Source: an optimization exercise on an open RTL-to-GDS flow (aim: small area and few clock cycles per item). Production flows keep margins and buffers that such runs may drop. The RTL was checked by simulation tests, not by an equivalence proof against the original design. Power and IR drop assume default switching activity.

## 06-14
## ex_stage
module ex_stage (
    input  logic        iw_clk,
    input  logic        iw_rst,
    input  logic        in_req,
    output logic        in_ack,
    input  logic [5:0]  in_opc,
    input  logic [3:0]  in_cc,
    input  logic [31:0] in_pc,
    input  logic [31:0] in_src,
    input  logic [31:0] in_tgt,
    input  logic [11:0] in_imm,
    output logic        out_req,
    input  logic        out_ack,
    output logic [31:0] out_result,
    output logic [3:0]  out_flags,
    output logic        out_branch_taken,
    output logic [31:0] out_branch_pc
);
    logic [RES_W-1:0] wr_data;
    logic [RES_W-1:0] rd_data;
    logic             wr_en;
    logic             rd_en;
    logic             q_empty;
    logic             q_ok;
    ex_issue u_issue (
        .iw_clk  (iw_clk),
        .iw_rst  (iw_rst),
        .in_req  (in_req),
        .in_ack  (in_ack),
        .in_opc  (in_opc),
        .in_cc   (in_cc),
        .in_pc   (in_pc),
        .in_src  (in_src),
        .in_tgt  (in_tgt),
        .in_imm  (in_imm),
        .q_ok    (q_ok),
        .q_wr    (wr_en),
        .q_data  (wr_data)
    );
    ex_op_queue u_queue (
        .iw_clk  (iw_clk),
        .iw_rst  (iw_rst),
        .wr_data (wr_data),
        .wr_en   (wr_en),
        .wr_ok   (q_ok),
        .rd_en   (rd_en),
        .rd_data (rd_data),
        .empty   (q_empty)
    );
    assign rd_en = out_req && out_ack;
  ...
Size in the first run: roughly 1400 cells after synthesis, ~200 flip-flops.
==> module ex_alu, before the edit <==
module ex_alu (
    input  logic [5:0]        in_opc,
    input  logic [3:0]        in_cc,
    input  logic [31:0]       in_pc,
    input  logic [31:0]       in_src,
    input  logic [31:0]       in_tgt,
    input  logic [11:0]       in_imm,
    input  logic [3:0]        flags,
    output logic [RES_W-1:0]  res_out,
    output logic [3:0]        flags_nxt
);
    logic op_mov, op_addu, op_adds, op_subu, op_subs, op_cmpu, op_cmps;
    logic op_and, op_or, op_xor, op_shl, op_shr, op_sar, op_br, legal;
    logic is_add, is_sub, is_cmp, is_shift, is_signed, is_unsigned;
    always_comb begin
        op_mov  = (in_opc == OPC_MOVU) || (in_opc == OPC_MOVIU);
        op_addu = (in_opc == OPC_ADDU) || (in_opc == OPC_ADDIU);
        op_adds = (in_opc == OPC_ADDS) || (in_opc == OPC_ADDIS);
        op_subu = (in_opc == OPC_SUBU);
        op_subs = (in_opc == OPC_SUBS);
        op_cmpu = (in_opc == OPC_CMPU);
        op_cmps = (in_opc == OPC_CMPS);
        op_and  = (in_opc == OPC_ANDU);
        op_or   = (in_opc == OPC_ORU);
        op_xor  = (in_opc == OPC_XORU);
        op_shl  = (in_opc == OPC_SHLU);
        op_shr  = (in_opc == OPC_SHRU);
        op_sar  = (in_opc == OPC_SHRS);
        op_br   = (in_opc == OPC_JCCU) || (in_opc == OPC_BCCIS);
    end
    assign is_add      = op_addu || op_adds;
    assign is_sub      = op_subu || op_subs || op_cmpu || op_cmps;   
    assign is_cmp      = op_cmpu || op_cmps;
    assign is_shift    = op_shl || op_shr || op_sar;
    assign is_signed   = op_adds || op_subs || op_cmps;
    assign is_unsigned = op_addu || op_subu || op_cmpu;
    assign legal       = op_mov || is_add || is_sub || op_and || op_or || op_xor || is_shift || op_br;
    logic [DATA_W-1:0] a;
    logic [DATA_W-1:0] b;
    assign a = in_opc[4] ? {{(DATA_W-IMM_W){in_opc[1] & in_imm[IMM_W-1]}}, in_imm} : in_src;
    assign b = in_tgt;
    logic [DATA_W-1:0] add_x;
    logic [DATA_W-1:0] add_y;
    logic [DATA_W-1:0] gen;
    logic [DATA_W-1:0] prop;
    logic [DATA_W:0]   pg [0:6];
    logic [DATA_W:0]   pp [0:6];
    logic [DATA_W-1:0] sum;
    logic              cout;
    logic              ovf;
    assign add_x = op_br ? in_pc : (op_mov ? '0 : b);
    assign add_y = a ^ {DATA_W{is_sub}};
    assign gen   = add_x & add_y;
    assign prop  = add_x ^ add_y;
    always_comb begin
        pg[0] = {gen, is_sub};
        pp[0] = {prop, 1'b0};
        for (int l = 0; l < 6; l++) begin
            pg[l+1] = pg[l];
            pp[l+1] = pp[l];
            for (int i = 0; i <= DATA_W; i++) begin
                if (((i >> l) & 1) == 1) begin
                    pg[l+1][i] = pg[l][i] | (pp[l][i] & pg[l][((i >> l) << l) - 1]);
                    pp[l+1][i] = pp[l][i] & pp[l][((i >> l) << l) - 1];
                end
            end
        end
    end
    assign sum  = prop ^ pg[6][DATA_W-1:0];   
    assign cout = pg[6][DATA_W];
    assign ovf  = (add_x[DATA_W-1] == add_y[DATA_W-1]) && (sum[DATA_W-1] != add_x[DATA_W-1]);
    logic [DATA_W-1:0] sh_in;
    logic [DATA_W-1:0] sh_out;
    logic [DATA_W-1:0] sh_rev;
    logic              sh_fill;
    logic              sh_big;
    always_comb begin
        for (int i = 0; i < DATA_W; i++) begin
            sh_in[i] = op_shl ? b[DATA_W-1-i] : b[i];
        end
    end
    assign sh_fill = op_sar && b[DATA_W-1];
    assign sh_out  = DATA_W'($signed({sh_fill, sh_in}) >>> in_src[SHAMT_W-1:0]);
    assign sh_big  = |in_src[DATA_W-1:SHAMT_W];
    always_comb begin
        for (int i = 0; i < DATA_W; i++) begin
            sh_rev[i] = sh_out[DATA_W-1-i];
        end
    end
    logic [DATA_W-1:0] res_oth;   
    logic [DATA_W-1:0] val;
    logic              z_sum;
    logic              z_oth;
    logic              cc_true;
    logic              taken;
    assign res_oth = ({DATA_W{op_and || op_or}}  & gen) |
                     ({DATA_W{op_xor || op_or}}  & prop) |
                     ({DATA_W{(op_shr || op_sar) && !sh_big}} & sh_out) |
                     ({DATA_W{op_shl && !sh_big}} & sh_rev);
    assign z_sum = (sum == '0);       
    assign z_oth = (res_oth == '0);
    always_comb begin
        case (in_cc)
            CC_RA:   cc_true = 1'b1;
            CC_EQ:   cc_true = flags[FL_Z];
            CC_NE:   cc_true = !flags[FL_Z];
            CC_LT:   cc_true = flags[FL_N] ^ flags[FL_V];
            CC_GT:   cc_true = !flags[FL_Z] && !(flags[FL_N] ^ flags[FL_V]);
            CC_GE:   cc_true = !(flags[FL_N] ^ flags[FL_V]);
            CC_LE:   cc_true = flags[FL_Z] || (flags[FL_N] ^ flags[FL_V]);
            CC_BT:   cc_true = flags[FL_C];
            CC_AT:   cc_true = !flags[FL_C] && !flags[FL_Z];
            CC_BE:   cc_true = flags[FL_C] || flags[FL_Z];
            CC_AE:   cc_true = !flags[FL_C];
            default: cc_true = 1'b0;
        endcase
    end
    assign taken = op_br && cc_true;
    assign val   = res_oth | ({DATA_W{op_mov || is_add || op_subu || op_subs || taken}} & sum);
    always_comb begin
        flags_nxt = flags;   
        if (!op_br) begin
            flags_nxt[FL_Z] = (op_mov || is_add || is_sub) ? z_sum : z_oth;
        end
        if (is_unsigned) begin
            flags_nxt[FL_C] = cout ^ is_sub;   
        end
        if (is_signed) begin
            flags_nxt[FL_N] = sum[DATA_W-1];
            flags_nxt[FL_V] = ovf;
        end
        if (is_shift) begin
            flags_nxt[FL_V] = sh_big;
        end
        if (op_sar) begin
            flags_nxt[FL_N] = !sh_big && b[DATA_W-1];
        end
        if (!legal) begin
            flags_nxt = '0;   
        end
    end
    assign res_out = {taken, flags_nxt, val};
endmodule
Settings: LEC_CHECK=0, CAP_MARGIN=20, CORE_MARGIN=2, CORE_UTILIZATION=60, SLEW_MARGIN=20; clock period 7.5 ns.
standard.sh (not shown) runs the stock make flow with config.mk's settings and CLKGATE_MAP_FILE= SYNTH_SCRIPT=/design/flow/synth_recipe.tcl, a recipe that flattens the netlist after the stock synthesis.
==> flow/flow/run.sh <==
#!/bin/bash
# The standard layout (standard.sh), with three changes:
#  - synthesis maps the logic with an area-oriented ABC script (flow/abc_area.script,
#    through flow/synth_abc.tcl); the rest of synthesis is the standard flow's own;
#  - port buffers use the smallest buffer cell, sky130_fd_sc_hd__buf_1;
#  - clock tree: clkbuf_8 buffers, sink clusters of up to 16 within 50 um, no dummy loads.
# The tools' output goes to standard.log in this folder.
export FLOW_ABC_SCRIPT="$PWD/flow/abc_area.script"
export FLOW_STD_SYNTH="$PWD/synth_recipe.tcl"
export BUFFER_PORTS_ARGS="-buffer_cell sky130_fd_sc_hd__buf_1"
export CTS_ARGS="-sink_clustering_enable -repair_clock_nets -dont_use_dummy_load -buf_list {sky130_fd_sc_hd__clkbuf_8} -sink_clustering_size 16 -sink_clustering_max_diameter 50"
bash standard.sh SYNTH_SCRIPT="$PWD/flow/synth_abc.tcl" finish > standard.log 2>&1
==> flow/flow/abc_area.script <==
strash
&get -n
&st
&synch2
&dch -f
&nf -R 1000
&put
==> flow/flow/synth_abc.tcl <==
# The standard synthesis (synth_recipe.tcl in the work folder), with one change:
# Yosys's abc call maps the logic with the script in $FLOW_ABC_SCRIPT instead of
# ORFS's abc_speed/abc_area scripts. Registers are untouched (abc runs without -dff).
proc abc {args} {
  set i [lsearch -exact $args -script]
  lset args [expr {$i + 1}] $::env(FLOW_ABC_SCRIPT)
  yosys abc {*}$args
}
source $::env(FLOW_STD_SYNTH)
Testbench counts of 06-14, summed over its fixed seeds: cycles 5,568, items 2,400.
Changes in 08-24 relative to 06-14:
diff --git a/flow/design.v b/flow/design.v
--- a/flow/design.v
+++ b/flow/design.v
@@ -200,11 +200,21 @@
         pg[0] = {gen, is_sub};
         pp[0] = {prop, 1'b0};
-        for (int l = 0; l < 6; l++) begin
+        for (int l = 0; l < 5; l++) begin
             pg[l+1] = pg[l];
             pp[l+1] = pp[l];
             for (int i = 0; i <= DATA_W; i++) begin
-                if (((i >> l) & 1) == 1) begin
-                    pg[l+1][i] = pg[l][i] | (pp[l][i] & pg[l][((i >> l) << l) - 1]);
-                    pp[l+1][i] = pp[l][i] & pp[l][((i >> l) << l) - 1];
+                if (((i + 1) % (1 << (l + 1))) == 0) begin
+                    pg[l+1][i] = pg[l][i] | (pp[l][i] & pg[l][i - (1 << l)]);
+                    pp[l+1][i] = pp[l][i] & pp[l][i - (1 << l)];
+                end
+            end
+        end
+        pg[6] = pg[5];
+        pp[6] = pp[5];
+        for (int l = 4; l >= 0; l--) begin
+            for (int i = 0; i <= DATA_W; i++) begin
+                if ((((i + 1) % (1 << (l + 1))) == (1 << l)) && (i >= (1 << (l + 1)))) begin
+                    pg[6][i] = pg[6][i] | (pp[6][i] & pg[6][i - (1 << l)]);
+                    pp[6][i] = pp[6][i] & pp[6][i - (1 << l)];
                 end
             end
~same fraction of area in registers in 06-14 and 08-24. In 08-24 the number of buffers outside the clock class in the layout turned out 3.1% lower than in 06-14. Share of final layout cell area taken by clock buffers and inverters of 08-24 is on par with 06-14. In the tables for 06-14 and 08-24, combinational group power reads higher with 08-24. Comparing 06-14 and 08-24, number of combinational gates with multiple inputs is lower on 08-24. On worst hold slack, 06-14 and 08-24 are basically level. Looking at core utilization, 08-24 sits below 06-14. Relative to 06-14, internal power consumption increased by 1.8% in 08-24.
Testbench counts of 08-24, summed over its fixed seeds: cycles 5,568, items 2,400.

ember:
ex_stage, a different RTL version from the one above (not shown whole).
Size: about 1500 cells after synthesis, ~190 I/O pins, ~15000 sq um of cells after synthesis.
==> module ex_alu, before the edit <==
module ex_alu (
    input  logic [5:0]        in_opc,
    input  logic [3:0]        in_cc,
    input  logic [31:0]       in_pc,
    input  logic [31:0]       in_src,
    input  logic [31:0]       in_tgt,
    input  logic [11:0]       in_imm,
    input  logic [3:0]        flags,
    output logic [RES_W-1:0]  res_out,
    output logic [3:0]        flags_nxt
);
    logic op_mov, op_addu, op_adds, op_subu, op_subs, op_cmpu, op_cmps;
    logic op_and, op_or, op_xor, op_shl, op_shr, op_sar, op_br, legal;
    logic is_add, is_sub, is_cmp, is_shift, is_signed, is_unsigned;
    always_comb begin
        op_mov  = (in_opc == OPC_MOVU) || (in_opc == OPC_MOVIU);
        op_addu = (in_opc == OPC_ADDU) || (in_opc == OPC_ADDIU);
        op_adds = (in_opc == OPC_ADDS) || (in_opc == OPC_ADDIS);
        op_subu = (in_opc == OPC_SUBU);
        op_subs = (in_opc == OPC_SUBS);
        op_cmpu = (in_opc == OPC_CMPU);
        op_cmps = (in_opc == OPC_CMPS);
        op_and  = (in_opc == OPC_ANDU);
        op_or   = (in_opc == OPC_ORU);
        op_xor  = (in_opc == OPC_XORU);
        op_shl  = (in_opc == OPC_SHLU);
        op_shr  = (in_opc == OPC_SHRU);
        op_sar  = (in_opc == OPC_SHRS);
        op_br   = (in_opc == OPC_JCCU) || (in_opc == OPC_BCCIS);
    end
    assign is_add      = op_addu || op_adds;
    assign is_sub      = op_subu || op_subs || op_cmpu || op_cmps;   
    assign is_cmp      = op_cmpu || op_cmps;
    assign is_shift    = op_shl || op_shr || op_sar;
    assign is_signed   = op_adds || op_subs || op_cmps;
    assign is_unsigned = op_addu || op_subu || op_cmpu;
    assign legal       = op_mov || is_add || is_sub || op_and || op_or || op_xor || is_shift || op_br;
    logic [DATA_W-1:0] a;
    logic [DATA_W-1:0] b;
    assign a = in_opc[4] ? {{(DATA_W-IMM_W){in_opc[1] & in_imm[IMM_W-1]}}, in_imm} : in_src;
    assign b = in_tgt;
    logic [DATA_W-1:0] add_x;
    logic [DATA_W-1:0] add_y;
    logic [DATA_W-1:0] gen;
    logic [DATA_W-1:0] prop;
    logic [DATA_W:0]   pg [0:6];
    logic [DATA_W:0]   pp [0:6];
    logic [DATA_W-1:0] sum;
    logic              cout;
    logic              ovf;
    assign add_x = op_br ? in_pc : (op_mov ? '0 : b);
    assign add_y = a ^ {DATA_W{is_sub}};
    assign gen   = add_x & add_y;
    assign prop  = add_x ^ add_y;
    always_comb begin
        pg[0] = {gen, is_sub};
        pp[0] = {prop, 1'b0};
        for (int l = 0; l < 6; l++) begin
            pg[l+1] = pg[l];
            pp[l+1] = pp[l];
            for (int i = 0; i <= DATA_W; i++) begin
                if (((i >> l) & 1) == 1) begin
                    pg[l+1][i] = pg[l][i] | (pp[l][i] & pg[l][((i >> l) << l) - 1]);
                    pp[l+1][i] = pp[l][i] & pp[l][((i >> l) << l) - 1];
                end
            end
        end
    end
    assign sum  = prop ^ pg[6][DATA_W-1:0];   
    assign cout = pg[6][DATA_W];
    assign ovf  = (add_x[DATA_W-1] == add_y[DATA_W-1]) && (sum[DATA_W-1] != add_x[DATA_W-1]);
    logic [DATA_W-1:0] sh_in;
    logic [DATA_W-1:0] sh_out;
    logic [DATA_W-1:0] sh_rev;
    logic              sh_fill;
    logic              sh_big;
    always_comb begin
        for (int i = 0; i < DATA_W; i++) begin
            sh_in[i] = op_shl ? b[DATA_W-1-i] : b[i];
        end
    end
    assign sh_fill = op_sar && b[DATA_W-1];
    assign sh_out  = DATA_W'($signed({sh_fill, sh_in}) >>> a[SHAMT_W-1:0]);
    assign sh_big  = |a[DATA_W-1:SHAMT_W];
    always_comb begin
        for (int i = 0; i < DATA_W; i++) begin
            sh_rev[i] = sh_out[DATA_W-1-i];
        end
    end
    logic [DATA_W-1:0] res_oth;   
    logic [DATA_W-1:0] val;
    logic              z_sum;
    logic              z_oth;
    logic              cc_true;
    logic              taken;
    assign res_oth = ({DATA_W{op_and || op_or}}  & gen) |
                     ({DATA_W{op_xor || op_or}}  & prop) |
                     ({DATA_W{(op_shr || op_sar) && !sh_big}} & sh_out) |
                     ({DATA_W{op_shl && !sh_big}} & sh_rev);
    assign z_sum = (sum == '0);       
    assign z_oth = (res_oth == '0);
    always_comb begin
        case (in_cc)
            CC_RA:   cc_true = 1'b1;
            CC_EQ:   cc_true = flags[FL_Z];
            CC_NE:   cc_true = !flags[FL_Z];
            CC_LT:   cc_true = flags[FL_N] ^ flags[FL_V];
            CC_GT:   cc_true = !flags[FL_Z] && !(flags[FL_N] ^ flags[FL_V]);
            CC_GE:   cc_true = !(flags[FL_N] ^ flags[FL_V]);
            CC_LE:   cc_true = flags[FL_Z] || (flags[FL_N] ^ flags[FL_V]);
            CC_BT:   cc_true = flags[FL_C];
            CC_AT:   cc_true = !flags[FL_C] && !flags[FL_Z];
            CC_BE:   cc_true = flags[FL_C] || flags[FL_Z];
            CC_AE:   cc_true = !flags[FL_C];
            default: cc_true = 1'b0;
        endcase
    end
    assign taken = op_br && cc_true;
    assign val   = res_oth | ({DATA_W{op_mov || is_add || op_subu || op_subs || taken}} & sum);
    always_comb begin
        flags_nxt = flags;   
        if (!op_br) begin
            flags_nxt[FL_Z] = (op_mov || is_add || is_sub) ? z_sum : z_oth;
        end
        if (is_unsigned) begin
            flags_nxt[FL_C] = cout ^ is_sub;   
        end
        if (is_signed) begin
            flags_nxt[FL_N] = sum[DATA_W-1];
            flags_nxt[FL_V] = ovf;
        end
        if (is_shift) begin
            flags_nxt[FL_V] = sh_big;
        end
        if (op_sar) begin
            flags_nxt[FL_N] = !sh_big && b[DATA_W-1];
        end
        if (!legal) begin
            flags_nxt = '0;   
        end
    end
    assign res_out = {taken, flags_nxt, val};
endmodule
clock: 7.5 ns
lec_check: 0
cap_margin: 20
core_margin: 2
core_utilization: 40
slew_margin: 20
run.sh (not shown) runs the stock make flow with config.mk's settings and CLKGATE_MAP_FILE= SYNTH_SCRIPT=/design/flow/synth_recipe.tcl, a recipe that flattens the netlist after the stock synthesis.
Stock flow here: none of the scripts above is used.
Testbench counts of ember, summed over its fixed seeds: cycles 5,568, items 2,400.
Modified inputs, juniper compared to ember
-- flow/design.v --
<<< ember, line 175
    logic [DATA_W-1:0] add_x;
    logic [DATA_W-1:0] add_y;
    logic [DATA_W-1:0] gen;
    logic [DATA_W-1:0] prop;
    logic [DATA_W:0]   pg [0:6];
    logic [DATA_W:0]   pp [0:6];
    logic [DATA_W-1:0] sum;
    logic              cout;
    logic              ovf;
    assign add_x = op_br ? in_pc : (op_mov ? '0 : b);
    assign add_y = a ^ {DATA_W{is_sub}};
    assign gen   = add_x & add_y;
    assign prop  = add_x ^ add_y;
    always_comb begin
        pg[0] = {gen, is_sub};
        pp[0] = {prop, 1'b0};
        for (int l = 0; l < 6; l++) begin
            pg[l+1] = pg[l];
            pp[l+1] = pp[l];
            for (int i = 0; i <= DATA_W; i++) begin
                if (((i >> l) & 1) == 1) begin
                    pg[l+1][i] = pg[l][i] | (pp[l][i] & pg[l][((i >> l) << l) - 1]);
                    pp[l+1][i] = pp[l][i] & pp[l][((i >> l) << l) - 1];
                end
            end
        end
    end
    assign sum  = prop ^ pg[6][DATA_W-1:0];   
    assign cout = pg[6][DATA_W];
    assign ovf  = (add_x[DATA_W-1] == add_y[DATA_W-1]) && (sum[DATA_W-1] != add_x[DATA_W-1]);
    logic [DATA_W-1:0] sh_in;
    logic [DATA_W-1:0] sh_out;
    logic [DATA_W-1:0] sh_rev;
    logic              sh_fill;
    logic              sh_big;
>>> juniper, line 175
    logic [DATA_W-1:0] add_x;
    logic [DATA_W-1:0] add_y;
    logic [DATA_W+1:0] add_full;
    logic [DATA_W-1:0] sum;
    logic              cout;
    logic              ovf;
    assign add_x    = op_br ? in_pc : b;
    assign add_y    = a ^ {DATA_W{is_sub}};
    assign add_full = {1'b0, add_x, 1'b1} + {1'b0, add_y, is_sub};   
    assign sum      = add_full[DATA_W:1];
    assign cout     = add_full[DATA_W+1];
    assign ovf      = (add_x[DATA_W-1] == add_y[DATA_W-1]) && (sum[DATA_W-1] != add_x[DATA_W-1]);
    logic [DATA_W-1:0] sh_in;
    logic [DATA_W-1:0] sh_out;
    logic [DATA_W-1:0] sh_res;
    logic              sh_fill;
    logic              sh_big;
<<< ember, line 218
    always_comb begin
        for (int i = 0; i < DATA_W; i++) begin
            sh_rev[i] = sh_out[DATA_W-1-i];
        end
    end
>>> juniper, line 200
    always_comb begin
        for (int i = 0; i < DATA_W; i++) begin
            sh_res[i] = op_shl ? sh_out[DATA_W-1-i] : sh_out[i];
        end
    end
<<< ember, line 227
    logic              cc_true;
    logic              taken;
    assign res_oth = ({DATA_W{op_and || op_or}}  & gen) |
                     ({DATA_W{op_xor || op_or}}  & prop) |
                     ({DATA_W{(op_shr || op_sar) && !sh_big}} & sh_out) |
                     ({DATA_W{op_shl && !sh_big}} & sh_rev);
    assign z_sum = (sum == '0);       
    assign z_oth = (res_oth == '0);
>>> juniper, line 209
    logic              cc_true;
    logic              taken;
    assign res_oth = ({DATA_W{op_mov}} & a) |
                     ({DATA_W{op_and}} & (a & b)) |
                     ({DATA_W{op_or}}  & (a | b)) |
                     ({DATA_W{op_xor}} & (a ^ b)) |
                     ({DATA_W{is_shift && !sh_big}} & sh_res);
    assign z_sum = (sum == '0);       
    assign z_oth = (res_oth == '0);
<<< ember, line 250
    end
    assign taken = op_br && cc_true;
    assign val   = res_oth | ({DATA_W{op_mov || is_add || op_subu || op_subs || taken}} & sum);
    always_comb begin
        flags_nxt = flags;   
        if (!op_br) begin
            flags_nxt[FL_Z] = (op_mov || is_add || is_sub) ? z_sum : z_oth;
        end
        if (is_unsigned) begin
>>> juniper, line 233
    end
    assign taken = op_br && cc_true;
    assign val   = res_oth | ({DATA_W{is_add || op_subu || op_subs || taken}} & sum);
    always_comb begin
        flags_nxt = flags;   
        if (!op_br) begin
            flags_nxt[FL_Z] = (is_add || is_sub) ? z_sum : z_oth;
        end
        if (is_unsigned) begin
Findings:
Compared with ember, in juniper minimum clock period decreased by 0.015 ns relative to the old numbers, logic depth of the worst setup path including buffers decreased by 11 relative to the old numbers, final area shows an increase of 1200 sq um, sequential share of layout area decreased by 2.0 points relative to the old numbers, logic gate share of total power rose 3.6 points.
ember has a higher clock network fraction of total power than juniper.
Going from ember to juniper, total number of nets in the final design grows by 207.
The number of stages on the worst hold path was comparable across ember and juniper.
Re total chip power: ember and juniper aren't equal, and the lower value belongs to juniper.
juniper vs ember, endpoint of the most critical setup path: u_queue.mem[0][35]$_DFFE_PP_ vs u_queue.mem[4][35]$_DFFE_PP_
Placer congestion estimate ended up 2.5% lower on juniper than on ember.
Testbench counts of juniper, summed over its fixed seeds: cycles 5,568, items 2,400.

-- re-timing with driven ports --
The results above use ideal ports. As a check the final layouts listed here were re-extracted and re-timed, cells and wires unchanged.
Step 1: set_driving_cell puts a clkbuf_16 on iw_clk and a buf_2 on each other input, an assumption about the parent block.
Step 2 times the ports against the registers' clock, not the clock port: input delays grow and output delays shrink by t, the midpoint of the rising clock arrivals with the driver on.
Slacks: no drivers / after step 1 / after step 2; pairs: no drivers / after step 1.
run | shift t [ns] | setup slack, ns | hold WS [ns] | worst register clock-pin slew, ns
06-14 | 0.496 | 0.512 / 0.525 / 0.029 | 0.309 / 0.309 / 0.309 | 0.12 / 0.12
08-24 | 0.469 | 0.335 / 0.356 / -0.113 | 0.307 / 0.307 / 0.307 | 0.10 / 0.10
ember | 0.551 | 0.401 / 0.430 / -0.121 | 0.467 / 0.467 / 0.467 | 0.06 / 0.06
juniper | 0.504 | 0.416 / 0.436 / -0.068 | 0.470 / 0.470 / 0.470 | 0.07 / 0.07
With both steps, setup timing fails in 08-24, ember and juniper, where it was met with ideal ports. The setup slack of ember, which loses most, moves by +0.029 ns with the drivers and by -0.522 ns with both steps.
